From an optimization exercise on the open Yosys and OpenROAD flow, aimed at small area, a short achievable clock period and few clock cycles per item; shortcuts taken in it are not production practice.
Function was checked by simulation only, so behaviour that the tests miss may differ from the original.
Power figures rest on the tool's default switching activity, not on a simulated workload.

==> flow/design.v (outline; a module is shown in full before it is edited, if it fits) <==
// module ex_bitwise: 23 lines
// module ex_arith: 16 lines
// module ex_mul_tree: 757 lines
// module ex_hilo: 17 lines
// module ex_add64: 32 lines
// module ex_stage: 186 lines
// module ex_stage_top: 33 lines
module ex_stage_top (
    input  logic        clk,
    input  logic        rst_i,
    input  logic        valid_i,
    input  logic [7:0]  req_aluop_i,
    input  logic [2:0]  req_alusel_i,
    input  logic [31:0] req_reg1_i,
    input  logic [31:0] req_reg2_i,
    input  logic [4:0]  req_wd_i,
    input  logic        req_wreg_i,
    output logic        stall_o,
    output logic        wb_valid_o,
    output logic [4:0]  wb_wd_o,
    output logic        wb_wreg_o,
    output logic [31:0] wb_wdata_o
);
  // ...
==> flow/run.sh <==
#!/bin/bash
# synth_recipe.tcl (not shown) runs the flow's synth.tcl, then flattens the netlist and writes it again
# the make line also repeats each setting of config.mk as NAME=value (left out here)
make -C /OpenROAD-flow-scripts/flow DESIGN_CONFIG=/design/flow/config.mk WORK_HOME=/design/flow/orfs CLKGATE_MAP_FILE= SYNTH_SCRIPT=/design/flow/synth_recipe.tcl finish
==> flow/config.mk <==
export PLATFORM = sky130hd
export DESIGN_NAME = ex_stage_top
export DESIGN_NICKNAME = ex_stage_top
export VERILOG_FILES = /design/flow/design.v
export SDC_FILE = /design/flow/constraint.sdc
export NUM_CORES = 4
export LEC_CHECK = 0
export ABC_AREA = 1
export CAP_MARGIN = 20
export CORE_MARGIN = 2
export CORE_UTILIZATION = 60
export SLEW_MARGIN = 20
==> flow/constraint.sdc <==
create_clock -name core_clock -period 18.5 [get_ports {clk}]
set_input_delay 3.7000 -clock core_clock [delete_from_list [all_inputs] [get_ports {clk}]]
set_output_delay 3.7000 -clock core_clock [all_outputs]
set_load 0.01 [all_outputs]
==> results.txt, run 1 <==
Die W 227 um; Synth Area in XOR/XNOR 0.119; WHS Endpoint i_ex_stage.cnt_q[0]$_SDFF_PP0_; total grt overflow 0; Post-DP HPWL 94600 um; CTS tree built; Logic pwr share 0.717; most frequent cells in the layout inv_1, nand2_1, o22ai_1; postcts setup bufs 0; critical-path maximum fanout 8; post-synthesis cell count between 4000 and 5000; Top class by area multi-input gates; Iter 0 DRT Violations ~5000; CP delay by family, top buffers and inverters; DR DRC count 0; Final period util 0.511; P_comb about 2.8 mW; largest cells by area after synthesis fa_1, dfxtp_1, xor2_1; worst r2r dst i_ex_stage.s_q[18]$_DFF_P_; Die Ht 227 um; synthesized area between 0.02 and 0.03 mm^2; Largest regs i_ex_stage.c_q x64, i_ex_stage.i_ex_hilo.hilo_o x64, i_ex_stage.s_q x64; sequential fraction of design power 0.151; Routed met2 length 52600 um; CP endpoint kind output port; IO Count 124; Power Sequential ~0.58 mW; Reg2Reg Launch Point i_ex_stage.cnt_q[0]$_SDFF_PP0_; post-synth top area share 0.201; DRT Wirelength between 100000 and 150000 um; Non-CTS buffers ~190; EDFF count, synth 0; PostCTS Resize Cnt 0; TritonCTS buffer count 24; leakage dissipation roughly 14 nW; P_sw a little over 2 mW; status complete, no violations; Yosys warning total 5; router iterations before antenna repair 10; MaxCap Viol Count 0; Peak Freq 0.106 GHz; clk sinks 216
Testbench counts, summed over its fixed seeds: cycles 19,190, items 16,000.
==> module ex_add64, before the edit <==
module ex_add64 (
    input  logic [63:0] a_i,
    input  logic [63:0] b_i,
    input  logic        ci_i,
    output logic [63:0] sum_o,
    output logic [63:0] and_o,
    output logic [63:0] xor_o
);
    logic [63:0] g0, p0, g, p, gn, pn;
    assign g0 = a_i & b_i;
    assign p0 = a_i ^ b_i;
    always_comb begin
        g    = g0;
        p    = p0;
        g[0] = g0[0] | (p0[0] & ci_i);
        for (int k = 1; k < 64; k = k * 2) begin
            gn = g;
            pn = p;
            for (int i = 0; i < 64; i++) begin
                if ((i / k) % 2 == 1) begin
                    gn[i] = g[i] | (p[i] & g[(i / k) * k - 1]);
                    pn[i] = p[i] & p[(i / k) * k - 1];
                end
            end
            g = gn;
            p = pn;
        end
    end
    assign sum_o = p0 ^ {g[62:0], ci_i};
    assign and_o = g0;
    assign xor_o = p0;
endmodule
==> module ex_stage, before the edit <==
module ex_stage (
    input  logic        clk,
    input  logic        rst_i,
    input  logic        valid_i,
    input  logic [7:0]  aluop_i,
    input  logic [2:0]  alusel_i,
    input  logic [31:0] reg1_i,
    input  logic [31:0] reg2_i,
    input  logic [4:0]  wd_i,
    input  logic        wreg_i,
    output logic        stall_o,
    output logic        wb_valid_o,
    output logic [4:0]  wb_wd_o,
    output logic        wb_wreg_o,
    output logic [31:0] wb_wdata_o
);
    localparam int NR = 9;
    localparam int NP = 2;
    logic sel_nop, sel_logic, sel_shift, sel_move, sel_arith, sel_mul;
    logic accept, is_mulop, last, stall;
    logic is_acc, is_sub, is_mt, mul_sgn;
    logic we_hi, we_lo, trap;
    logic [1:0] cnt_q;
    assign sel_nop   = (alusel_i == 3'd0);
    assign sel_logic = (alusel_i == 3'd1);
    assign sel_shift = (alusel_i == 3'd2);
    assign sel_move  = (alusel_i == 3'd3);
    assign sel_arith = (alusel_i == 3'd4);
    assign sel_mul   = (alusel_i == 3'd5);
    assign is_mulop = sel_mul || (sel_nop && (aluop_i[7] || aluop_i[3]));
    assign last     = (cnt_q == 2'(NP - 1));
    assign stall_o  = !last && !alusel_i[1] &&
                      (alusel_i[2] ? (aluop_i[3] && aluop_i[7]) : (aluop_i[3] || aluop_i[7]));
    assign stall    = valid_i && is_mulop && !last;
    assign accept   = valid_i && !rst_i && !stall;
    always_ff @(posedge clk) begin
        if (rst_i || !stall) begin
            cnt_q <= 2'd0;
        end else begin
            cnt_q <= cnt_q + 2'd1;
        end
    end
    assign is_acc  = sel_nop && aluop_i[7];
    assign is_sub  = sel_nop && aluop_i[7] && aluop_i[3] && aluop_i[1];
    assign is_mt   = sel_nop && !aluop_i[7] && !aluop_i[3] && aluop_i[4];
    assign we_hi   = sel_nop && (aluop_i[7] || aluop_i[3] || (aluop_i[4] && !aluop_i[1]));
    assign we_lo   = sel_nop && (aluop_i[7] || aluop_i[3] || (aluop_i[4] && aluop_i[1]));
    assign mul_sgn = aluop_i[0] ^ (aluop_i[1] || aluop_i[4]);
    logic [31:0] shift_res, arith_res, alu_res;
    logic        is_addsub, do_sub, is_pass;
    logic [63:0] row0, row1, s_d, c_d, fb, fb2, sum, hilo;
    logic [NR*NP-1:0] d_one, d_two, d_neg;
    logic [NR-1:0]    r_one, r_two, r_neg;
    logic        acc_p_q, sub_p_q;
    ex_bitwise i_ex_bitwise (
        .left_i  (aluop_i[6]),
        .arith_i (aluop_i[0]),
        .reg1_i  (reg1_i),
        .reg2_i  (reg2_i),
        .shift_o (shift_res)
    );
    ex_arith i_ex_arith (
        .clo_i   (aluop_i[7] && aluop_i[0]),
        .reg1_i  (reg1_i),
        .count_o (arith_res)
    );
    always_comb begin
        logic [32:0] y;
        y = {reg2_i, 1'b0};
        for (int i = 0; i < 16; i++) begin
            d_one[i] = y[2*i+1] ^ y[2*i];
            d_two[i] = (y[2*i+2] & ~y[2*i+1] & ~y[2*i]) | (~y[2*i+2] & y[2*i+1] & y[2*i]);
            d_neg[i] = y[2*i+2];
        end
        d_one[16] = reg2_i[31] & ~mul_sgn;
        d_two[16] = 1'b0;
        d_neg[16] = 1'b0;
        d_one[17] = 1'b0;
        d_two[17] = 1'b0;
        d_neg[17] = 1'b0;
    end
    always_comb begin
        for (int r = 0; r < NR; r++) begin
            r_one[r] = '0;
            r_two[r] = '0;
            r_neg[r] = '0;
            for (int g = 0; g < NP; g++) begin
                if (2'(NP - 1 - g) == cnt_q) begin
                    r_one[r] = d_one[NR*g + r];
                    r_two[r] = d_two[NR*g + r];
                    r_neg[r] = d_neg[NR*g + r];
                end
            end
        end
    end
    assign fb = (cnt_q != 2'd0) ? {sum[63-2*NR:0], {(2*NR){1'b0}}} : 64'b0;
    always_ff @(posedge clk) begin
        acc_p_q <= is_acc;
        sub_p_q <= is_sub;
    end
    assign fb2 = (acc_p_q && last) ? (hilo ^ {64{sub_p_q}}) : 64'b0;
    ex_mul_tree i_ex_mul_tree (
        .a_i    (reg1_i),
        .sgn_i  (mul_sgn),
        .one_i  (r_one),
        .two_i  (r_two),
        .neg_i  (r_neg),
        .fb_i   (fb),
        .fb2_i  (fb2),
        .row0_o (row0),
        .row1_o (row1)
    );
    assign trap = sel_arith && !aluop_i[7] && !aluop_i[3] && !(aluop_i[6] ^ aluop_i[0]);
    assign is_addsub = sel_arith && !aluop_i[7];
    assign do_sub    = aluop_i[1] && !aluop_i[6];
    assign is_pass = is_addsub || sel_logic;
    assign alu_res = ({32{sel_shift}} & shift_res) |
                     ({32{sel_arith}} & arith_res);
    assign s_d = is_mulop ? row0 : (is_mt ? {reg1_i, reg1_i} : (is_pass ? {32'b0, reg1_i} : {32'b0, alu_res}));
    assign c_d = is_mulop ? row1 : (is_pass ? {32'b0, reg2_i ^ {32{is_addsub && do_sub}}} : 64'b0);
    logic [63:0] s_q, c_q;
    logic        v_q, we_hi_q, we_lo_q, sub_q, mfhi_q, mflo_q, res_q;
    logic        and_q, or_q, xor_q, nor_q;
    logic [63:0] andv, xorv;
    logic        cin_q, trap_q, slt_q, uns_q, ovf, lt;
    logic [4:0]  wd_q;
    logic        wreg_q;
    always_ff @(posedge clk) begin
        if (rst_i) begin
            v_q     <= 1'b0;
            we_hi_q <= 1'b0;
            we_lo_q <= 1'b0;
        end else begin
            v_q     <= accept;
            we_hi_q <= accept && we_hi;
            we_lo_q <= accept && we_lo;
        end
    end
    always_ff @(posedge clk) begin
        s_q    <= s_d;
        c_q    <= c_d;
        sub_q  <= is_sub;
        mfhi_q <= sel_move && !aluop_i[1];
        mflo_q <= sel_move && aluop_i[1];
        res_q  <= !sel_nop && !sel_move && !sel_logic && !(is_addsub && aluop_i[3]);
        and_q  <= sel_logic && !aluop_i[1] && !aluop_i[0];
        or_q   <= sel_logic && !aluop_i[1] &&  aluop_i[0];
        xor_q  <= sel_logic &&  aluop_i[1] && !aluop_i[0];
        nor_q  <= sel_logic &&  aluop_i[1] &&  aluop_i[0];
        cin_q  <= is_addsub && do_sub;
        trap_q <= trap;
        slt_q  <= is_addsub && aluop_i[3];
        uns_q  <= aluop_i[0];
        wd_q   <= wd_i;
        wreg_q <= wreg_i;
    end
    ex_add64 i_ex_add64 (
        .a_i   (s_q),
        .b_i   (c_q),
        .ci_i  (cin_q),
        .sum_o (sum),
        .and_o (andv),
        .xor_o (xorv)
    );
    assign ovf = (s_q[31] == c_q[31]) && (sum[31] != s_q[31]);
    assign lt  = (s_q[31] == c_q[31]) ? (s_q[31] ^ uns_q) : sum[31];
    ex_hilo i_ex_hilo (
        .clk     (clk),
        .rst_i   (rst_i),
        .we_hi_i (we_hi_q),
        .we_lo_i (we_lo_q),
        .wdata_i (sum ^ {64{sub_q}}),
        .hilo_o  (hilo)
    );
    assign wb_valid_o = v_q;
    assign wb_wd_o    = wd_q;
    assign wb_wreg_o  = wreg_q && !(trap_q && ovf);
    assign wb_wdata_o = ({32{res_q}} & sum[31:0]) |
                        ({32{and_q}} & andv[31:0]) |
                        ({32{xor_q}} & xorv[31:0]) |
                        ({32{or_q}}  & (andv[31:0] | xorv[31:0])) |
                        ({32{nor_q}} & ~(andv[31:0] | xorv[31:0])) |
                        {31'b0, slt_q && lt} |
                        ({32{mfhi_q}} & hilo[63:32]) |
                        ({32{mflo_q}} & hilo[31:0]);
endmodule
==> run 2, diff against run 1 <==
--- a/flow/design.v
+++ b/flow/design.v
@@ -888,5 +888,6 @@
     output logic [63:0] sum_o,
     output logic [63:0] and_o,
-    output logic [63:0] xor_o
+    output logic [63:0] xor_o,
+    output logic [63:0] carry_o
 );
     logic [63:0] g0, p0, g, p, gn, pn;
@@ -913,4 +914,5 @@
     assign and_o = g0;
     assign xor_o = p0;
+    assign carry_o = g;
 endmodule
 module ex_stage (
@@ -1037,5 +1039,5 @@
     logic        v_q, we_hi_q, we_lo_q, sub_q, mfhi_q, mflo_q, res_q;
     logic        and_q, or_q, xor_q, nor_q;
-    logic [63:0] andv, xorv;
+    logic [63:0] andv, xorv, carry;
     logic        cin_q, trap_q, slt_q, uns_q, ovf, lt;
     logic [4:0]  wd_q;
@@ -1076,8 +1078,9 @@
         .sum_o (sum),
         .and_o (andv),
-        .xor_o (xorv)
+        .xor_o (xorv),
+        .carry_o (carry)
     );
-    assign ovf = (s_q[31] == c_q[31]) && (sum[31] != s_q[31]);
-    assign lt  = (s_q[31] == c_q[31]) ? (s_q[31] ^ uns_q) : sum[31];
+    assign ovf = (s_q[31] == c_q[31]) && (carry[30] != s_q[31]);
+    assign lt  = (s_q[31] == c_q[31]) ? (s_q[31] ^ uns_q) : !carry[30];
     ex_hilo i_ex_hilo (
         .clk     (clk),
==> run 2 against run 1 <==
Non-clock buffer count decreased by 1. Critical path type unchanged. Worst hold slack improved by 0.0039 ns. Die area increased by 0.12%. Largest cell class unchanged. First-iteration DRC count increased by 3.2%. Combinational power increased by 3%. Highest routed layer unchanged. Largest power group unchanged.
==> results.txt, run 2 <==
status complete, no violations; WHS Endpoint i_ex_stage.cnt_q[0]$_SDFF_PP0_; critical-path maximum fanout 8 (unchanged); Iter 0 DRT Violations 5138 (+3.2%); most frequent cells in the layout inv_1, nand2_1, o22ai_1; vias in the first global route 29700; list of most frequent post-synthesis cells inv_1, nand2_1, o22ai_1; die area 0.0518 mm^2; Final nets 4538; largest cells by area after synthesis fa_1, dfxtp_1, xor2_1; share of flip-flops with an asynchronous set or reset 0; PostCTS Resize Cnt 0 (unchanged); vias 31200; DRT Wirelength 130000 um (-1.0%); CP delay by family, top buffers and inverters; DR WL/cell about 28 um; router iterations before antenna repair 13 (+3); Min-Delay Path Depth 1; CTS tree built; area of the multi-input gates approximately 0.022 mm^2; Die W 227 um (about the same); Hold Startpoint i_ex_stage.cnt_q[0]$_SDFF_PP0_; Synth Net Count between 4000 and 5000; share of cells above drive strength 1 0.0441; EDFF count, synth 0 (unchanged); Synth Register Bits 216; synthesized area 0.0300 mm^2 (+0.13%); IO Count 124 (unchanged); mux contribution to synthesized area 0.0144; CP endpoint kind output port; CP Cell Sequence clkdlybuf4s50_1, nor2_1, nor4_1, clkdlybuf4s50_1; Post-DP HPWL 94100 um (-0.56%); DR DRC count 0 (unchanged); Synth Area in Compound Gates 0.210; setup tns final 0 ns; Worst setup SP type input port; P per Cell Area about 120 mW/mm^2; DP Cell Count between 4000 and 5000; CP Data Arrival Time just under 6 ns; most common cell after layout, fill and taps aside inv_1; Post-CTS Hold Buffers 0; post-synth top area share 0.201 (-0.000252); Worst Setup Path Type in2out; TritonCTS buffer count 23 (-4.2%); register area share after synthesis 0.144; skew final between 0.01 and 0.015 ns; All-Layer GR Usage 0.499; setup slack, reg-to-reg between 10 and 15 ns; RSZ-0062 raised after global routing no; Req. time, crit path 14.80 ns; gp weighted congestion roughly 1.1; clk sinks 216 (unchanged); core area 0.0492 mm^2; Logic pwr share 0.729 (+0.012); Reg2Reg Launch Point i_ex_stage.cnt_q[0]$_SDFF_PP0_; Synth Area in Simple Gates 0.132; Synth cell types between 50 and 60; Tightest Pin Transition approximately 1.3 ns; worst r2r dst i_ex_stage.c_q[20]$_DFF_P_; MaxCap Viol Count 0 (unchanged); Crit-path slowest cell clkdlybuf4s50_1; post-synthesis cell count 4072 (+0.44%); pin count of the biggest net entering global routing just under 100; max incr delay on CP approximately 0.89 ns; register area 0.00433 mm^2; Yosys warning total 5 (unchanged); total grt overflow 0 (unchanged); Die Ht 227 um (about the same); fill count 4232; main combinational cell family by area after synthesis adder cells; Internal Dissipation 1.82 mW; initial core utilization 0.610; min cycle time layout 9.50 ns; most frequent cell after synthesis inv_1; leakage dissipation 14.3 nW (-0.48%); Worst Path Buf+Inv 2; num rows between 80 and 90; clock-pin slew on the worst setup and hold paths approximately 0.06 ns; clock power share 0.122; Synth Area in XOR/XNOR 0.117 (-0.00186); r2r worst-path depth 20; Hold Vio Cnt, Final 0; P_sw 2.06 mW (+2.0%); sequential fraction of design power 0.149 (-0.002); worst vdd ir 0.115 mV; most used cell, CP clkdlybuf4s50_1; Syn-to-layout area delta 7.70%; postcts setup bufs 0 (unchanged); Synth Area in Adders 0.265; Max Root-Sink Buffers 3; Largest regs i_ex_stage.c_q x64, i_ex_stage.i_ex_hilo.hilo_o x64, i_ex_stage.s_q x64; first-pass GRT wire length between 150000 and 200000 um; Sw Share 0.531; Antenna Nets Post-Route 0; Worst-Skew Late Latency ~0.54 ns; most used flip-flop cell after synthesis dfxtp_1; setup violators final 0; Peak Freq 0.105 GHz (-0.60%); CTS root buffer clkbuf_16; syn_area_per_cell roughly 7.4 um^2; htree depth 1; Max Slew Vio Count 0; Cell Count, Final, Fillers Out between 4000 and 5000; Final period util 0.514 (+0.00309); type of the tightest min-delay check reg2reg; initial antenna violation count 12; vias per cell roughly 6.7; input/output buffers approximately 120; Synth area leader fa_1; Max-slew headroom 0.120
==> run 2: cell count changes after synthesis, moves of 4 or more <==
| cell | before | now |
|---|---|---|
| clkinv_1 | 40 | 36 |
| o21ai_1 | 22 | 16 |
| mux2i_1 | 47 | 43 |
| xor2_1 | 315 | 311 |
| nand2_1 | 577 | 581 |
| o21ai_0 | 279 | 286 |
| a21oi_1 | 248 | 256 |
| o22ai_1 | 320 | 326 |
| buf_2 | 12 | 22 |
| inv_1 | 592 | 606 |
| clkbuf_1 | 229 | 222 |
==> run 2: area by class of cell <==
cell class / count / area share
multi-input cells: 2924 / 0.688
flip-flops and latches: 216 / 0.134
inverters: 651 / 0.0758
repair buffers: 185 / 0.0523
well taps: 664 / 0.0257
clock buffers: 27 / 0.0189
clock inverters: 14 / 0.00454
diodes: 8 / 0.000620
==> run 2: kinds of logic (layout without fill, tap and decap cells) <==
kind of cell / after synthesis / count (layout)
muxes: 43 / 43
other: 0 / 8
and+or+nand+nor: 978 / 978
DFF: 216 / 216
xor gates and xnor gates: 399 / 399
AOI/OAI and AO/OA: 1051 / 1051
buffers and inverters: 932 / 877
adders and majority gates: 453 / 453
==> run 2: worst reg2reg max path, delay by kind of cell (launching register included) <==
| family | cells | cell delay [ns] |
|---|---|---|
| and+or+nand+nor | 3 | 0.34 |
| xor gates and xnor gates | 1 | 0.22 |
| buffers and inverters | 7 | 1.82 |
| DFF | 1 | 0.36 |
| adders and majority gates | 6 | 2.86 |
| AOI/OAI and AO/OA | 3 | 1.05 |
==> run 2: through the flow <==
step	hold WS (ns)	power, mW	utilization	worst slack (ns)	cell area (um^2)
floorplan	0.417	2.12	-	10.45	30000
detailed placement	0.450	3.22	0.641	8.91	31500
CTS	0.464	3.71	0.656	9.07	32300
global placement	0.424	3.16	0.641	8.78	31500
global route	0.484	4.02	0.656	9.04	32300
finish	0.460	3.88	0.657	9.00	32300
==> run 2: how the worst max path moves through the flow <==
stage          cells past startpoint            from                    endpoint  slack [ns]
2_1_floorplan                      3  req_aluop_i[7]                     stall_o       10.45
3_3_place_gp                      17  req_reg2_i[21]  i_ex_stage.s_q[21]$_DFF_P_        8.78
3_5_place_dp                      13   req_reg2_i[5]  i_ex_stage.c_q[26]$_DFF_P_        8.91
4_1_cts                            4  req_aluop_i[7]                     stall_o        9.07
5_1_grt                            4  req_aluop_i[7]                     stall_o        9.04
6_report                           4  req_aluop_i[7]                     stall_o        9.00
==> run 2: per-layer routing <==
metal  global-route usage  vias to the layer above  part of all wire
met5                    0                        -           0.00044
met4                0.344                        8             0.089
met3                0.204                      728              0.17
met2                0.720                     2739              0.40
met1                0.606                    14600              0.34
li1                     -                    13200                 -
==> run 2: power groups by stage <==
stage / Combinational, mW / Clock, mW / Sequential, mW
CTS: 2.66 / 0.474 / 0.574
finish: 2.83 / 0.475 / 0.576
global route: 2.95 / 0.491 / 0.581
detailed placement: 2.64 / 0 / 0.584
floorplan: 1.55 / 0 / 0.568
global placement: 2.58 / 0 / 0.582
Testbench counts of run 2, summed over its fixed seeds: cycles 19,190, items 16,000.
==> run 3, diff against run 2 <==
--- a/flow/design.v
+++ b/flow/design.v
@@ -945,5 +945,5 @@
     assign sel_arith = (alusel_i == 3'd4);
     assign sel_mul   = (alusel_i == 3'd5);
-    assign is_mulop = sel_mul || (sel_nop && (aluop_i[7] || aluop_i[3]));
+    assign is_mulop = sel_mul || (sel_nop && (aluop_i[5] || aluop_i[3]));
     assign last     = (cnt_q == 2'(NP - 1));
     assign stall_o  = !last && !alusel_i[1] &&
@@ -958,12 +958,12 @@
         end
     end
-    assign is_acc  = sel_nop && aluop_i[7];
-    assign is_sub  = sel_nop && aluop_i[7] && aluop_i[3] && aluop_i[1];
-    assign is_mt   = sel_nop && !aluop_i[7] && !aluop_i[3] && aluop_i[4];
-    assign we_hi   = sel_nop && (aluop_i[7] || aluop_i[3] || (aluop_i[4] && !aluop_i[1]));
-    assign we_lo   = sel_nop && (aluop_i[7] || aluop_i[3] || (aluop_i[4] && aluop_i[1]));
+    assign is_acc  = sel_nop && aluop_i[5];
+    assign is_sub  = sel_nop && aluop_i[5] && aluop_i[3] && aluop_i[1];
+    assign is_mt   = sel_nop && !aluop_i[5] && !aluop_i[3] && aluop_i[4];
+    assign we_hi   = sel_nop && (aluop_i[5] || aluop_i[3] || (aluop_i[4] && !aluop_i[1]));
+    assign we_lo   = sel_nop && (aluop_i[5] || aluop_i[3] || (aluop_i[4] && aluop_i[1]));
     assign mul_sgn = aluop_i[0] ^ (aluop_i[1] || aluop_i[4]);
-    logic [31:0] shift_res, arith_res, alu_res;
-    logic        is_addsub, do_sub, is_pass;
+    logic [31:0] shift_res, arith_res;
+    logic        is_addsub, do_sub, is_pass, is_clz;
     logic [63:0] row0, row1, s_d, c_d, fb, fb2, sum, hilo;
     logic [NR*NP-1:0] d_one, d_two, d_neg;
@@ -977,9 +977,4 @@
         .shift_o (shift_res)
     );
-    ex_arith i_ex_arith (
-        .clo_i   (aluop_i[7] && aluop_i[0]),
-        .reg1_i  (reg1_i),
-        .count_o (arith_res)
-    );
     always_comb begin
         logic [32:0] y;
@@ -1028,15 +1023,14 @@
         .row1_o (row1)
     );
-    assign trap = sel_arith && !aluop_i[7] && !aluop_i[3] && !(aluop_i[6] ^ aluop_i[0]);
-    assign is_addsub = sel_arith && !aluop_i[7];
+    assign trap = sel_arith && !is_clz && !aluop_i[3] && !(aluop_i[6] ^ aluop_i[0]);
+    assign is_clz    = aluop_i[5] && aluop_i[4];
+    assign is_addsub = sel_arith && !is_clz;
     assign do_sub    = aluop_i[1] && !aluop_i[6];
-    assign is_pass = is_addsub || sel_logic;
-    assign alu_res = ({32{sel_shift}} & shift_res) |
-                     ({32{sel_arith}} & arith_res);
-    assign s_d = is_mulop ? row0 : (is_mt ? {reg1_i, reg1_i} : (is_pass ? {32'b0, reg1_i} : {32'b0, alu_res}));
+    assign is_pass = sel_arith || sel_logic;
+    assign s_d = is_mulop ? row0 : (is_mt ? {reg1_i, reg1_i} : (is_pass ? {32'b0, reg1_i} : {32'b0, shift_res}));
     assign c_d = is_mulop ? row1 : (is_pass ? {32'b0, reg2_i ^ {32{is_addsub && do_sub}}} : 64'b0);
     logic [63:0] s_q, c_q;
     logic        v_q, we_hi_q, we_lo_q, sub_q, mfhi_q, mflo_q, res_q;
-    logic        and_q, or_q, xor_q, nor_q;
+    logic        and_q, or_q, xor_q, nor_q, clz_q, clo_q;
     logic [63:0] andv, xorv, carry;
     logic        cin_q, trap_q, slt_q, uns_q, ovf, lt;
@@ -1060,5 +1054,7 @@
         mfhi_q <= sel_move && !aluop_i[1];
         mflo_q <= sel_move && aluop_i[1];
-        res_q  <= !sel_nop && !sel_move && !sel_logic && !(is_addsub && aluop_i[3]);
+        res_q  <= sel_shift || sel_mul || (is_addsub && !aluop_i[3]);
+        clz_q  <= sel_arith && is_clz;
+        clo_q  <= aluop_i[0];
         and_q  <= sel_logic && !aluop_i[1] && !aluop_i[0];
         or_q   <= sel_logic && !aluop_i[1] &&  aluop_i[0];
@@ -1081,4 +1077,9 @@
         .carry_o (carry)
     );
+    ex_arith i_ex_arith (
+        .clo_i   (clo_q),
+        .reg1_i  (s_q[31:0]),
+        .count_o (arith_res)
+    );
     assign ovf = (s_q[31] == c_q[31]) && (carry[30] != s_q[31]);
     assign lt  = (s_q[31] == c_q[31]) ? (s_q[31] ^ uns_q) : !carry[30];
@@ -1095,4 +1096,5 @@
     assign wb_wreg_o  = wreg_q && !(trap_q && ovf);
     assign wb_wdata_o = ({32{res_q}} & sum[31:0]) |
+                        ({32{clz_q}} & arith_res) |
                         ({32{and_q}} & andv[31:0]) |
                         ({32{xor_q}} & xorv[31:0]) |
==> run 3 against run 2 <==
Still clean. Area after synthesis down 0.56%. Clock skew up 0.027 ns. Die area down 0.55%. Critical path type is now in2reg. Wire length down 1.6%. Highest routed layer unchanged. Non-clock buffer count down 2. Largest power group unchanged. Synthesized cell count down 0.91%. Power about the same. Worst setup slack better by 0.46 ns. Register-to-register slack worse by 1.2 ns.
==> results.txt, run 3 <==
postcts setup bufs 0 (unchanged); post-synth top area share 0.202 (+0.00113); status complete, no violations; Iter 0 DRT Violations 4966 (-3.3%); IO Count 124 (unchanged); Synth Net Count 4572 (-0.80%); vias 30900 (-1.0%); most common cell after layout, fill and taps aside inv_1; CP delay by family, top adder cells; synthesized area 0.0298 mm^2 (-0.56%); most used flip-flop cell after synthesis dfxtp_1; initial antenna violation count 12 (unchanged); share of flip-flops with an asynchronous set or reset 0 (unchanged); share of cells above drive strength 1 0.0422 (-0.00190); DR DRC count 0 (unchanged); Post-CTS Hold Buffers 0 (unchanged); Tightest Pin Transition 1.22 ns (-0.0834 ns); Min-Delay Path Depth 1 (unchanged); Crit-path slowest cell o21ai_1; r2r worst-path depth 16 (-20%); All-Layer GR Usage 0.492 (-0.00719); input/output buffers 122 (+0.83%); PostCTS Resize Cnt 0 (unchanged); core area 0.0490 mm^2 (-0.41%); DRT Wirelength 128000 um (-1.6%); htree depth 1 (unchanged); Req. time, crit path 18.76 ns (+3.96 ns); num rows 81 (unchanged); Post-DP HPWL 93300 um (-0.78%); CTS tree built; Max Slew Vio Count 0 (unchanged); Final period util 0.489 (-0.0246); vias in the first global route 29400 (-0.98%); MaxCap Viol Count 0 (unchanged); EDFF count, synth 0 (unchanged); pin count of the biggest net entering global routing 63 (-36%); setup violators final 0 (unchanged); vias per cell 6.64 (-0.32%); Peak Freq 0.111 GHz (+5.0%); router iterations before antenna repair 8 (-5); most frequent cells in the layout inv_1, nand2_1, o21ai_0; Final Util 0.658 (+0.00121); CP endpoint kind register; gp weighted congestion 1.06 (+0.84%); Die W 227 um (-0.27%); list of most frequent post-synthesis cells inv_1, nand2_1, o21ai_0; Max Root-Sink Buffers 3 (unchanged); CP Data Arrival Time 9.31 ns (+3.51 ns); first-pass GRT wire length 185000 um (-1.6%); P per Cell Area 120 mW/mm^2 (+0.21%); leakage dissipation 14.3 nW (-0.56%); skew final 0.0415 ns (+0.0266 ns); Yosys warning total 5 (unchanged); TritonCTS buffer count 23 (unchanged); Worst-Skew Late Latency 0.57 ns (+0.03 ns); largest cells by area after synthesis fa_1, dfxtp_1, xor2_1; clk sinks 217 (+0.46%); die area 0.0515 mm^2 (-0.55%); setup tns final 0 ns (unchanged); worst vdd ir 0.110 mV (-4.6%); Syn-to-layout area delta 8.06%; max incr delay on CP 0.80 ns (-0.09 ns); Synth cell types 51 (-12%); CP Depth 14 (+10); type of the tightest min-delay check reg2reg; CP Cell Sequence clkdlybuf4s50_1, inv_1, o21ai_1, clkinv_1, buf_4, xor2_1, fa_1, fa_1, fa_1, inv_1, fa_1, fa_1, nand2_1, o21ai_0; most frequent cell after synthesis inv_1; Die Ht 227 um (-0.27%); Worst Path Buf+Inv 5 (+3); Worst setup SP type input port; setup slack, reg-to-reg 10.55 ns (-1.21 ns); most used cell, CP fa_1; total grt overflow 0 (unchanged); DR WL/cell 27.5 um (-0.85%); RSZ-0062 raised after global routing no; clock-pin slew on the worst setup and hold paths 0.06 ns (about the same); syn_area_per_cell 7.39 um^2 (+0.35%); register area share after synthesis 0.146 (+0.00148); CTS root buffer clkbuf_16; critical-path maximum fanout 29 (+21); Largest regs i_ex_stage.c_q x64, i_ex_stage.i_ex_hilo.hilo_o x64, i_ex_stage.s_q x64; Hold Vio Cnt, Final 0 (unchanged); Final nets 4505 (-0.73%); Synth area leader fa_1; Worst Setup Path Type in2reg; initial core utilization 0.609 (-0.000900); Antenna Nets Post-Route 0 (unchanged); post-synthesis cell count 4035 (-0.91%); Max-slew headroom 0.176 (+0.0562); Synth Register Bits 217 (+0.46%); min cycle time layout 9.05 ns (-0.455 ns); worst hold margin 0.455 ns (-0.00539 ns)
run 3: worst register-to-register path: stages, from the launching register on:
cell	delay [ns]
dfxtp_1	0.35
ha_1	0.48
inv_1	0.37
nor2_1	0.89
inv_1	0.65
o21ai_1	0.94
clkinv_1	0.36
buf_4	0.41
xor2_1	0.27
fa_1	0.51
fa_1	0.45
fa_1	0.42
inv_1	0.09
fa_1	0.44
fa_1	0.45
nand2_1	0.20
o21ai_0	0.41
run 3: metal layers:
layer  up-vias  global-route usage  share of wire
met5         -                   0        0.00039
met4         8               0.297          0.079
met3       673               0.203           0.17
met2      2787               0.712           0.41
met1     14400               0.609           0.35
li1      13000                   -              -
run 3: power breakdown:
| group | internal (mW) | switching [mW] |
|---|---|---|
| combinational | 1.01 | 1.75 |
| sequential | 0.547 | 0.0719 |
| clock | 0.294 | 0.213 |
run 3: cell families (layout without fill, tap and decap cells):
| kind of cell | count (synthesis) | in the layout | share of synthesized area |
|---|---|---|---|
| adders and majority gates | 453 | 453 | 0.266 |
| buffers and inverters | 911 | 861 | 0.115 |
| and+or+nand+nor | 904 | 904 | 0.123 |
| muxes | 44 | 44 | 0.0148 |
| other | 0 | 6 | 0 |
| xor gates and xnor gates | 418 | 418 | 0.123 |
| AOI/OAI and AO/OA | 1088 | 1088 | 0.212 |
| DFF | 217 | 217 | 0.146 |
run 3: worst paths after layout:
check,startpoint,to
worst max-delay path,req_reg2_i[5],i_ex_stage.c_q[18]$_DFF_P_
worst min-delay path,i_ex_stage.cnt_q[0]$_SDFF_PP0_,i_ex_stage.cnt_q[0]$_SDFF_PP0_
worst max register to register,i_ex_stage.cnt_q[0]$_SDFF_PP0_,i_ex_stage.c_q[18]$_DFF_P_
worst min register to register,i_ex_stage.cnt_q[0]$_SDFF_PP0_,i_ex_stage.cnt_q[0]$_SDFF_PP0_
run 3: area by class of cell:
| type | count | area, um^2 |
|---|---|---|
| multi-input combinational | 2907 | 22100 |
| timing repair buffer | 183 | 1690 |
| sequential | 217 | 4350 |
| antenna | 6 | 15.0 |
| clock inverter | 12 | 166 |
| tap | 664 | 831 |
| fill | 4297 | 16700 |
| clock buffer | 30 | 652 |
| inverter | 636 | 2390 |
run 3: metrics by stage:
stage | cells | power (mW) | setup WS (ns) | cell area, um^2
after floorplan | 4035 | 2.29 | 10.61 | 29800
after CTS | 4649 | 3.74 | 9.64 | 32200
after detailed placement | 4607 | 3.22 | 9.24 | 31400
final | 4655 | 3.88 | 9.45 | 32200
after global placement | 4606 | 3.16 | 9.21 | 31300
after global routing | 4649 | 4.11 | 9.46 | 32200
Testbench counts of run 3, summed over its fixed seeds: cycles 19,190, items 16,000.
==> run 4, diff against run 3 <==
--- a/flow/config.mk
+++ b/flow/config.mk
@@ -10,3 +10,4 @@
 export CORE_MARGIN = 2
 export CORE_UTILIZATION = 60
+export PLACE_DENSITY = 0.72
 export SLEW_MARGIN = 20
==> run 4 against run 3 <==
Still clean on timing, DRC and antenna. Clock skew is 0.028 ns lower. Design area hardly changed. Die area stayed put. Sequential power hardly changed. Via count is 3.9% lower. Non-clock buffer count is 7 higher. Combinational power is 2% lower. Cell count is 0.13% higher. Synthesized cell count stayed put. Sequential share of layout area hardly changed. Critical endpoint is now i_ex_stage.c_q[31]$_DFF_P_.
==> results.txt, run 4 <==
DR WL/cell 25.9 um (-5.7%); initial core utilization 0.609 (unchanged); Final period util 0.524 (+0.0351); core area 0.0490 mm^2 (unchanged); Worst setup SP type input port; CP Data Arrival Time 10.05 ns (+0.74 ns); clk sinks 217 (unchanged); Syn-to-layout area delta 8.04% (about the same); share of cells above drive strength 1 0.0438 (+0.00168); Largest regs i_ex_stage.c_q x64, i_ex_stage.i_ex_hilo.hilo_o x64, i_ex_stage.s_q x64; Worst Path Buf+Inv 5 (unchanged); Internal Dissipation 1.82 mW (-1.2%); Req. time, crit path 18.85 ns (+0.09 ns); leakage dissipation 14.3 nW (about the same); router iterations before antenna repair 7 (-1); Place WS 8.57 ns (-0.671 ns); Synth Register Bits 217 (unchanged); Iter 0 DRT Violations 4118 (-17%); setup violators final 0 (unchanged); vias 29700 (-3.9%); htree depth 1 (unchanged); TritonCTS buffer count 23 (unchanged); Die Ht 227 um (unchanged); IO Count 124 (unchanged); EDFF count, synth 0 (unchanged); Final nets 4512 (+0.16%); Peak Freq 0.103 GHz (-6.7%); syn_area_per_cell 7.39 um^2 (unchanged); Worst Setup Path Type in2reg; Yosys warning total 5 (unchanged); Synth Net Count 4572 (unchanged); total grt overflow 0 (unchanged); die area 0.0515 mm^2 (unchanged); synthesized area 0.0298 mm^2 (unchanged); Logic pwr share 0.708 (-0.002); sequential fraction of design power 0.163 (+0.003); Sw Share 0.520 (-0.00436); clock power share 0.130 (about the same); MaxCap Viol Count 0 (unchanged); All-Layer GR Usage 0.473 (-0.0191); post-synthesis cell count 4035 (unchanged); most common cell after layout, fill and taps aside inv_1; RSZ-0062 raised after global routing no; Max Slew Vio Count 0 (unchanged); Cell Count, Final, Fillers Out 4661 (+0.13%); largest cells by area after synthesis fa_1, dfxtp_1, xor2_1; Die W 227 um (unchanged); most used cell, CP fa_1; list of most frequent post-synthesis cells inv_1, nand2_1, o21ai_0; Crit-path slowest cell clkinv_1; post-synth top area share 0.202 (unchanged); Antenna Nets Post-Route 0 (unchanged); first-pass GRT wire length 178000 um (-3.9%); CP endpoint kind register; DP Cell Count 4614 (+0.15%); Post-CTS Hold Buffers 0 (unchanged); status complete, no violations; Max-slew headroom 0.255 (+0.0788); fill count 4502 (+4.8%); min cycle time layout 9.70 ns (+0.650 ns); CP delay by family, top buffers and inverters; critical-path maximum fanout 17 (-41%); Hold Vio Cnt, Final 0 (unchanged); postcts setup bufs 0 (unchanged); vias in the first global route 27800 (-5.5%); CP Cell Sequence clkdlybuf4s50_1, inv_1, o21ai_1, clkinv_1, buf_4, xor2_1, fa_1, fa_1, fa_1, inv_1, fa_1, fa_1, nand2_1, o21ai_0; type of the tightest min-delay check reg2reg; Tot Pwr 3.80 mW (-2.1%); dpl cell area 0.0314 mm^2 (about the same); clock-pin slew on the worst setup and hold paths 0.07 ns (about the same); setup tns final 0 ns (unchanged); DRT Wirelength 121000 um (-5.6%); initial antenna violation count 8 (-4); P per Cell Area 118 mW/mm^2 (-2.1%); setup ws final 8.80 ns (-0.650 ns); most frequent cell after synthesis inv_1; DR DRC count 0 (unchanged); vias per cell 6.37 (-4.0%); input/output buffers 122 (unchanged); worst vdd ir 0.0785 mV (-29%); most frequent cells in the layout inv_1, nand2_1, o21ai_0; P_sw 1.97 mW (-3.0%); Max Root-Sink Buffers 3 (unchanged); pin count of the biggest net entering global routing 78 (+24%); Tightest Pin Transition 1.12 ns (-0.105 ns); Synth cell types 51 (unchanged); Worst-Skew Late Latency 0.54 ns (-0.03 ns); share of flip-flops with an asynchronous set or reset 0 (unchanged); PostCTS Resize Cnt 0 (unchanged); Post-DP HPWL 87800 um (-5.9%); CTS tree built; Synth area leader fa_1; most used flip-flop cell after synthesis dfxtp_1; gp weighted congestion 1.10 (+3.1%); post-route cell area 0.0322 mm^2 (about the same); max incr delay on CP 1.06 ns (+0.26 ns); register area share after synthesis 0.146 (unchanged); skew final 0.0131 ns (-0.0284 ns); num rows 81 (unchanged); CTS root buffer clkbuf_16
==> run 4: worst paths after layout <==
path / start / end / slack (ns) / cells after the start
setup / recovery: req_reg2_i[5] / i_ex_stage.c_q[31]$_DFF_P_ / 8.80 / 14
hold / removal: i_ex_stage.cnt_q[0]$_SDFF_PP0_ / i_ex_stage.cnt_q[0]$_SDFF_PP0_ / 0.45 / 1
setup reg to reg: i_ex_stage.cnt_q[1]$_SDFF_PP0_ / i_ex_stage.c_q[31]$_DFF_P_ / 10.93 / 19
hold reg to reg: i_ex_stage.cnt_q[0]$_SDFF_PP0_ / i_ex_stage.cnt_q[0]$_SDFF_PP0_ / 0.45 / 1
==> run 4: logic make-up (layout without fill, tap and decap cells) <==
family,Yosys count,after routing,synth area share
compound gates,1088,1088,0.212
xor+xnor,418,418,0.123
fa+ha+maj,453,453,0.266
buf+inv,911,868,0.115
flops,217,217,0.146
mux,44,44,0.0148
other cells,0,5,0
simple gates,904,904,0.123
==> run 4: worst register-to-register path: stages (launching register included) <==
cell	delay, ns
dfxtp_1	0.30
inv_1	0.07
ha_1	0.44
inv_1	0.33
nor2_1	0.16
buf_4	0.22
inv_1	0.10
buf_4	0.21
o21ai_1	0.85
clkinv_1	1.07
buf_4	0.57
xor2_1	0.25
fa_1	0.47
fa_1	0.52
fa_1	0.38
inv_1	0.08
fa_1	0.43
fa_1	0.56
nand2_1	0.08
o21ai_0	0.32
==> run 4: power by group through the flow <==
stage	Clock, mW	Sequential [mW]	Combinational (mW)
after floorplan	0	0.593	1.69
after global placement	0	0.622	2.52
after detailed placement	0	0.624	2.57
after CTS	0.494	0.614	2.59
after global routing	0.513	0.623	2.93
final	0.493	0.618	2.69
==> run 4: through the flow <==
stage	hold WS (ns)	utilization
final	0.447	0.658
after global placement	0.427	0.641
after floorplan	0.417	-
after CTS	0.451	0.657
after global routing	0.469	0.657
after detailed placement	0.437	0.641
==> run 4: layout make-up <==
type	instances	area, um^2	share of cell area
clock inverter	12	136	0.00424
antenna	5	12.5	0.000389
clock buffer	30	652	0.0202
tap	664	831	0.0258
timing repair buffer	190	1720	0.0535
multi-input combinational	2907	22100	0.687
sequential	217	4350	0.135
inverter	636	2390	0.0742
==> run 4: metal layers <==
metal	GRT usage	part of all wire	wire (um)
met4	0.286	0.073	8810
met1	0.616	0.37	44600
met5	0	0.00011	13
met2	0.671	0.40	48800
met3	0.164	0.15	18700
==> run 5, diff against run 4 <==
--- a/flow/config.mk
+++ b/flow/config.mk
@@ -10,4 +10,3 @@
 export CORE_MARGIN = 2
 export CORE_UTILIZATION = 60
-export PLACE_DENSITY = 0.72
-export SLEW_MARGIN = 20
+export SLEW_MARGIN = 50
==> run 5 against run 4 <==
Cell count fell by 0.17%. Critical path depth is 10 lower. Synthesized cell count unchanged. Utilization grew 0.22 points. First-iteration DRC count grew 20%. Count of clock-buffer cells in the layout fell by 6. Design area increased by 0.34%. Critical path type is now in2out. Worst hold slack improved by 0.0047 ns. Worst setup slack improved by 0.86 ns.
==> results.txt, run 5 <==
CP Cell Sequence clkdlybuf4s50_1, nor2_1, nor4_1, clkdlybuf4s50_1; input/output buffers 122 (unchanged); core area 0.0490 mm^2 (unchanged); DRT Wirelength 127000 um (+5.2%); post-route cell area 0.0323 mm^2 (+0.34%); vias 30800 (+3.6%); min cycle time layout 8.84 ns (-0.863 ns); Worst Setup Path Type in2out; TritonCTS buffer count 23 (unchanged); area of the multi-input gates 0.0221 mm^2 (+0.19%); DR WL/cell 27.3 um (+5.4%); clk sinks 217 (unchanged); Req. time, crit path 14.80 ns (-4.05 ns); Hold Vio Cnt, Final 0 (unchanged); DR DRC count 0 (unchanged); Max-slew headroom 0.426 (+0.170); list of most frequent post-synthesis cells inv_1, nand2_1, o21ai_0; router iterations before antenna repair 9 (+2); max incr delay on CP 0.58 ns (-0.48 ns); Cell Count, Final, Fillers Out 4653 (-0.17%); Place WS 9.48 ns (+0.910 ns); syn_area_per_cell 7.39 um^2 (unchanged); Post-CTS Hold Buffers 0 (unchanged); initial core utilization 0.609 (unchanged); most used cell, CP clkdlybuf4s50_1; post-synthesis cell count 4035 (unchanged); CP Data Arrival Time 5.14 ns (-4.91 ns); worst vdd ir 0.145 mV (+85%); share of cells above drive strength 1 0.0544 (+0.0106); clock-pin slew on the worst setup and hold paths 0.07 ns (about the same); CP endpoint kind output port; Peak Freq 0.113 GHz (+9.8%); setup ws final 9.66 ns (+0.863 ns); IO Count 124 (unchanged); post-synth top area share 0.202 (unchanged); DP Cell Count 4608 (-0.13%); Crit-path slowest cell clkdlybuf4s50_1; register area 0.00435 mm^2 (about the same); leakage dissipation 14.4 nW (+0.55%); Worst setup SP type input port; synthesized area 0.0298 mm^2 (unchanged); Die W 227 um (unchanged); Final nets 4506 (-0.13%); most frequent cells in the layout inv_1, nand2_1, o22ai_1; Tightest Pin Transition 0.852 ns (-0.265 ns); All-Layer GR Usage 0.489 (+0.0167); Iter 0 DRT Violations 4947 (+20%); htree depth 1 (unchanged); Die Ht 227 um (unchanged); postcts setup bufs 0 (unchanged); MaxCap Viol Count 0 (unchanged); EDFF count, synth 0 (unchanged); Antenna Nets Post-Route 0 (unchanged); vias in the first global route 29400 (+5.7%); setup tns final 0 ns (unchanged); PostCTS Resize Cnt 0 (unchanged); status complete, no violations; Max Root-Sink Buffers 3 (unchanged); Worst Path Buf+Inv 2 (-3); Synth area leader fa_1; Largest regs i_ex_stage.c_q x64, i_ex_stage.i_ex_hilo.hilo_o x64, i_ex_stage.s_q x64; dpl cell area 0.0314 mm^2 (+0.11%); Final period util 0.478 (-0.0467); setup violators final 0 (unchanged); Tot Pwr 3.90 mW (+2.7%); worst hold margin 0.452 ns (+0.00471 ns); share of flip-flops with an asynchronous set or reset 0 (unchanged); CTS root buffer clkbuf_16; Max Slew Vio Count 0 (unchanged); CP delay by family, top buffers and inverters; register area share after synthesis 0.146 (unchanged); fill count 4225 (-6.2%); pin count of the biggest net entering global routing 63 (-19%); largest cells by area after synthesis fa_1, dfxtp_1, xor2_1; Synth cell types 51 (unchanged); num rows 81 (unchanged); CTS tree built; Post-DP HPWL 93100 um (+6.1%); Worst-Skew Late Latency 0.55 ns (about the same); Syn-to-layout area delta 8.40%; Synth Net Count 4572 (unchanged); die area 0.0515 mm^2 (unchanged); Final Util 0.660 (+0.00222); P per Cell Area 121 mW/mm^2 (+2.3%); gp weighted congestion 1.06 (-3.0%); first-pass GRT wire length 185000 um (+3.6%); most frequent cell after synthesis inv_1; type of the tightest min-delay check reg2reg; Yosys warning total 5 (unchanged); RSZ-0062 raised after global routing no; vias per cell 6.61 (+3.7%); critical-path maximum fanout 4 (-13); total grt overflow 0 (unchanged); most used flip-flop cell after synthesis dfxtp_1; most common cell after layout, fill and taps aside inv_1; initial antenna violation count 8 (unchanged); Synth Register Bits 217 (unchanged); skew final 0.0301 ns (+0.0171 ns)
run 5: cell count changes in the layout (fill, tap and decap cells not counted), sizes merged:
cell	previous run	this run
clkbuf	30	24
clkinv	40	44
buf	70	67
bufinv	2	5
clkdlybuf4s50	120	117
diode	5	3
inv	603	601
clkinvlp	3	4
run 5: worst register-to-register path: cells and delay by family, from the launching register on:
| kind | cells | cell delay [ns] |
|---|---|---|
| adder cells (fa/ha/maj) | 6 | 2.74 |
| buffers and inverters | 5 | 1.63 |
| AO/OA/AOI/OAI | 2 | 0.97 |
| AND/OR/NAND/NOR | 2 | 0.71 |
| flip-flops | 1 | 0.35 |
| XOR/XNOR | 1 | 0.29 |
run 5: kinds of logic after synthesis:
family | after synthesis | synth area share
AOI/OAI and AO/OA | 1088 | 0.212
buffers and inverters | 911 | 0.115
adders and majority gates | 453 | 0.266
and+or+nand+nor | 904 | 0.123
muxes | 44 | 0.0148
xor gates and xnor gates | 418 | 0.123
DFF | 217 | 0.146
run 5: path summary, 6_finish.rpt:
| check | cells past startpoint | slack, ns | from | endpoint |
|---|---|---|---|---|
| setup / recovery | 4 | 9.66 | req_aluop_i[3] | stall_o |
| hold / removal | 1 | 0.45 | i_ex_stage.cnt_q[0]$_SDFF_PP0_ | i_ex_stage.cnt_q[0]$_SDFF_PP0_ |
| setup reg to reg | 16 | 11.54 | i_ex_stage.cnt_q[0]$_SDFF_PP0_ | i_ex_stage.c_q[19]$_DFF_P_ |
| hold reg to reg | 1 | 0.45 | i_ex_stage.cnt_q[0]$_SDFF_PP0_ | i_ex_stage.cnt_q[0]$_SDFF_PP0_ |
run 5: cell type report:
class | instances | area share
diodes | 3 | 0.000232
clock buffers | 24 | 0.0186
clock inverters | 18 | 0.00794
inverters | 636 | 0.0754
multi-input cells | 2907 | 0.686
flip-flops and latches | 217 | 0.135
well taps | 664 | 0.0257
repair buffers | 184 | 0.0519
run 5: power by group:
part,total (mW),internal (mW),switching (mW)
combinational,2.75,1.01,1.74
clock,0.531,0.311,0.219
sequential,0.620,0.547,0.0729
total,3.90,1.87,2.03
run 5: per-layer routing:
layer,GRT usage,share of wire
met1,0.603,0.34
met2,0.709,0.41
met3,0.193,0.16
met4,0.318,0.083
met5,0,0.0011
==> run 6, diff against run 5 <==
--- a/flow/config.mk
+++ b/flow/config.mk
@@ -10,3 +10,3 @@
 export CORE_MARGIN = 2
 export CORE_UTILIZATION = 60
-export SLEW_MARGIN = 50
+export SLEW_MARGIN = 65
==> run 6 against run 5 <==
Critical path depth unchanged. Maximum frequency is 0.20% higher. Critical path type unchanged. Area after synthesis is the same. First-iteration DRC count rose by 4.1%. Largest cell class unchanged. Utilization is 0.53 points higher. Still clean on timing, DRC and antenna. Clock skew about the same. Synthesized cell count stayed put. Non-clock buffer count rose by 3. Worst setup slack better by 0.018 ns.
==> results.txt, run 6 <==
gp weighted congestion 1.06 (unchanged); Req. time, crit path 14.80 ns (about the same); Final nets 4509 (+0.067%); Internal Dissipation 1.86 mW (-0.15%); setup slack, reg-to-reg 12.30 ns (+0.76 ns); Largest regs i_ex_stage.c_q x64, i_ex_stage.i_ex_hilo.hilo_o x64, i_ex_stage.s_q x64; largest cells by area after synthesis fa_1, dfxtp_1, xor2_1; die area 0.0515 mm^2 (unchanged); Logic pwr share 0.715 (+0.010); Antenna Nets Post-Route 0 (unchanged); Yosys warning total 5 (unchanged); global routing usage on met2 0.708 (-0.000888); Die Ht 227 um (unchanged); num rows 81 (unchanged); postcts setup bufs 0 (unchanged); M3 GR Usage 0.196 (+0.00337); leakage dissipation 14.4 nW (+0.46%); Post-DP HPWL 93400 um (+0.24%); EDFF count, synth 0 (unchanged); worst r2r dst i_ex_stage.c_q[20]$_DFF_P_; router iterations before antenna repair 9 (unchanged); setup violators final 0 (unchanged); Cell Count, Final, Fillers Out 4655 (+0.043%); Final period util 0.477 (-0.000950); MaxCap Viol Count 0 (unchanged); Reg2Reg Launch Point i_ex_stage.cnt_q[1]$_SDFF_PP0_; Peak Freq 0.113 GHz (+0.20%); RSZ-0062 raised after global routing no; clk sinks 217 (unchanged); vias per cell 6.63 (+0.27%); Max Slew Vio Count 0 (unchanged); vias in the first global route 29600 (+0.67%); clock power share 0.127 (-0.009); CTS root buffer clkbuf_16; Synth cell types 51 (unchanged); DRT Wirelength 128000 um (+0.73%); DP Cell Count 4610 (+0.043%); CP Cell Sequence clkdlybuf4s50_1, nor2_1, nor4_1, clkdlybuf4s50_1; first-pass GRT wire length 186000 um (+0.77%); r2r worst-path depth 18 (+2); skew final 0.0301 ns (+0.00000350 ns); Worst Path Buf+Inv 2 (unchanged); min cycle time layout 8.82 ns (-0.0176 ns); Sw Share 0.524 (+0.00265); Iter 0 DRT Violations 5149 (+4.1%); Max Root-Sink Buffers 3 (unchanged); Worst-Skew Late Latency 0.56 ns (about the same); Most Crowded Layer GR met2; most used flip-flop cell after synthesis dfxtp_1; synthesized area 0.0298 mm^2 (unchanged); P per Cell Area 120 mW/mm^2 (-0.39%); Tightest Pin Transition 0.587 ns (-0.265 ns); Synth Register Bits 217 (unchanged); Post-CTS Hold Buffers 0 (unchanged); crit path to stall_o; most frequent cells in the layout inv_1, nand2_1, o22ai_1; Syn-to-layout area delta 9.27%; TritonCTS buffer count 23 (unchanged); DR WL/cell 27.5 um (+0.68%); met1 usage 0.611 (+0.00794); worst vdd ir 0.160 mV (+10%); Max-slew headroom 0.606 (+0.180); type of the tightest min-delay check reg2reg; fill count 4200 (-0.59%); core area 0.0490 mm^2 (unchanged); vias 30900 (+0.31%); All-Layer GR Usage 0.493 (+0.00404); input/output buffers 122 (unchanged); Hold Vio Cnt, Final 0 (unchanged); post-synthesis cell count 4035 (unchanged); critical-path maximum fanout 4 (unchanged); P_sw 2.05 mW (+0.92%); Synth Net Count 4572 (unchanged); max incr delay on CP 0.58 ns (about the same); area of the multi-input gates 0.0223 mm^2 (+0.84%); initial core utilization 0.609 (unchanged); Crit-path slowest cell clkdlybuf4s50_1; pin count of the biggest net entering global routing 63 (unchanged); syn_area_per_cell 7.39 um^2 (unchanged); Die W 227 um (unchanged); most frequent cell after synthesis inv_1; Synth area leader fa_1; Worst setup SP type input port; IO Count 124 (unchanged); htree depth 1 (unchanged); most common cell after layout, fill and taps aside inv_1; CP endpoint kind output port; DR DRC count 0 (unchanged); sequential fraction of design power 0.158 (about the same); initial antenna violation count 7 (-1); Worst Setup Path Type in2out; CP Depth 4 (unchanged); register area 0.00435 mm^2 (unchanged); share of cells above drive strength 1 0.0642 (+0.00974); most used cell, CP clkdlybuf4s50_1; share of flip-flops with an asynchronous set or reset 0 (unchanged); total grt overflow 0 (unchanged); CP Data Arrival Time 5.12 ns (-0.02 ns); clock-pin slew on the worst setup and hold paths 0.06 ns (about the same); post-synth top area share 0.202 (unchanged); CTS tree built; PostCTS Resize Cnt 0 (unchanged); register area share after synthesis 0.146 (unchanged); Final Util 0.665 (+0.00529); status complete, no violations; list of most frequent post-synthesis cells inv_1, nand2_1, o21ai_0; setup tns final 0 ns (unchanged); CP delay by family, top buffers and inverters; Critical Path Start req_aluop_i[3]
run 6: changes by cell type in the layout (fill, tap and decap cells not counted), moves of 5 or more:
cell      previous run  this run
o21ai_0            311       276
o21ai_2              5        25
buf_6                1        16
o21ai_1             47        61
buf_4               61        48
clkbuf_1             0         5
clkbuf_8             0         5
run 6: worst register-to-register path: cells and delay by family, from the launching register on:
family                     cells  cell delay, ns
AOI/OAI and AO/OA              2            0.62
xor gates and xnor gates       1            0.24
adders and majority gates      6            2.78
buffers and inverters          7            1.61
DFF                            1            0.30
and+or+nand+nor                2            0.51
run 6: stage by stage:
step	total power [mW]	hold slack [ns]	setup slack, ns	area [um^2]
floorplan	2.29	0.417	10.61	29800
global placement	3.16	0.426	9.21	31300
detailed placement	3.25	0.450	9.69	31700
CTS	3.77	0.458	9.69	32400
global route	4.15	0.475	9.61	32600
finish	3.92	0.449	9.68	32600
run 6: power groups by stage:
| stage | Combinational [mW] | Sequential [mW] | Clock (mW) |
|---|---|---|---|
| floorplan | 1.69 | 0.593 | 0 |
| global placement | 2.54 | 0.622 | 0 |
| detailed placement | 2.62 | 0.626 | 0 |
| CTS | 2.66 | 0.616 | 0.497 |
| global route | 3.01 | 0.623 | 0.514 |
| finish | 2.80 | 0.619 | 0.498 |
run 6: kinds of logic (layout without fill, tap and decap cells):
family	Yosys count	after routing	share of synthesized area
buf+inv	911	865	0.115
mux	44	44	0.0148
other cells	0	2	0
xor+xnor	418	418	0.123
flops	217	217	0.146
simple gates	904	904	0.123
fa+ha+maj	453	453	0.266
compound gates	1088	1088	0.212
run 6: how the worst min path moves through the flow:
stage	startpoint	end	slack, ns	depth (start not counted)
6_report	i_ex_stage.cnt_q[0]$_SDFF_PP0_	i_ex_stage.cnt_q[0]$_SDFF_PP0_	0.45	1
3_5_place_dp	i_ex_stage.cnt_q[0]$_SDFF_PP0_	i_ex_stage.cnt_q[0]$_SDFF_PP0_	0.45	1
5_1_grt	i_ex_stage.cnt_q[0]$_SDFF_PP0_	i_ex_stage.cnt_q[0]$_SDFF_PP0_	0.48	1
3_3_place_gp	i_ex_stage.cnt_q[0]$_SDFF_PP0_	i_ex_stage.cnt_q[0]$_SDFF_PP0_	0.43	1
4_1_cts	i_ex_stage.cnt_q[0]$_SDFF_PP0_	i_ex_stage.cnt_q[0]$_SDFF_PP0_	0.46	1
2_1_floorplan	i_ex_stage.cnt_q[0]$_SDFF_PP0_	i_ex_stage.cnt_q[0]$_SDFF_PP0_	0.42	1
run 6: final cells by class:
cell class,count,area share
flip-flops and latches,217,0.134
repair buffers,187,0.0548
inverters,636,0.0756
multi-input cells,2907,0.686
diodes,2,0.000154
clock inverters,10,0.00457
well taps,664,0.0255
clock buffers,32,0.0199
run 6: metal layers:
| layer | up-vias | share of wire |
|---|---|---|
| met5 | - | 0.00068 |
| met4 | 8 | 0.088 |
| met3 | 685 | 0.16 |
| met2 | 2572 | 0.40 |
| met1 | 14500 | 0.35 |
| li1 | 13000 | - |

-- what the ideal ports hide --
Ports are ideal in the flow. The routed layouts listed here were re-timed in OpenROAD.
Step 1, drivers: a clkbuf_16 drives clk and a buf_2 each remaining input, both assumed.
Step 2 adds t to the input delays and takes it off the output delays; t is the mean of the earliest and latest rising clock arrival at the registers after step 1. Input paths then give back, and output paths get back, about the clock's delay inside the block.
Three values: ideal, step 1, step 2; two values: the first two.
run | t, ns | setup WS [ns] | worst setup path after step 2 | worst register clock-pin slew, ns | worst data-port slew with drivers (ns)
run 1 | 0.609 | 9.053 / 9.031 / 8.574 | input to register | 0.07 / 0.07 | 0.06
run 2 | 0.587 | 8.996 / 8.974 / 8.825 | input to register | 0.07 / 0.07 | 0.05
run 3 | 0.601 | 9.451 / 9.471 / 8.870 | input to register | 0.07 / 0.07 | 0.05
run 4 | 0.581 | 8.801 / 8.822 / 8.241 | input to register | 0.07 / 0.07 | 0.04
run 5 | 0.590 | 9.665 / 9.641 / 9.213 | input to register | 0.07 / 0.07 | 0.06
run 6 | 0.597 | 9.682 / 9.659 / 9.534 | input to register | 0.07 / 0.07 | 0.06
After both steps every run listed still meets setup and hold. The setup slack of run 3, which loses most, moves by +0.020 ns with the drivers and by -0.581 ns with both steps.
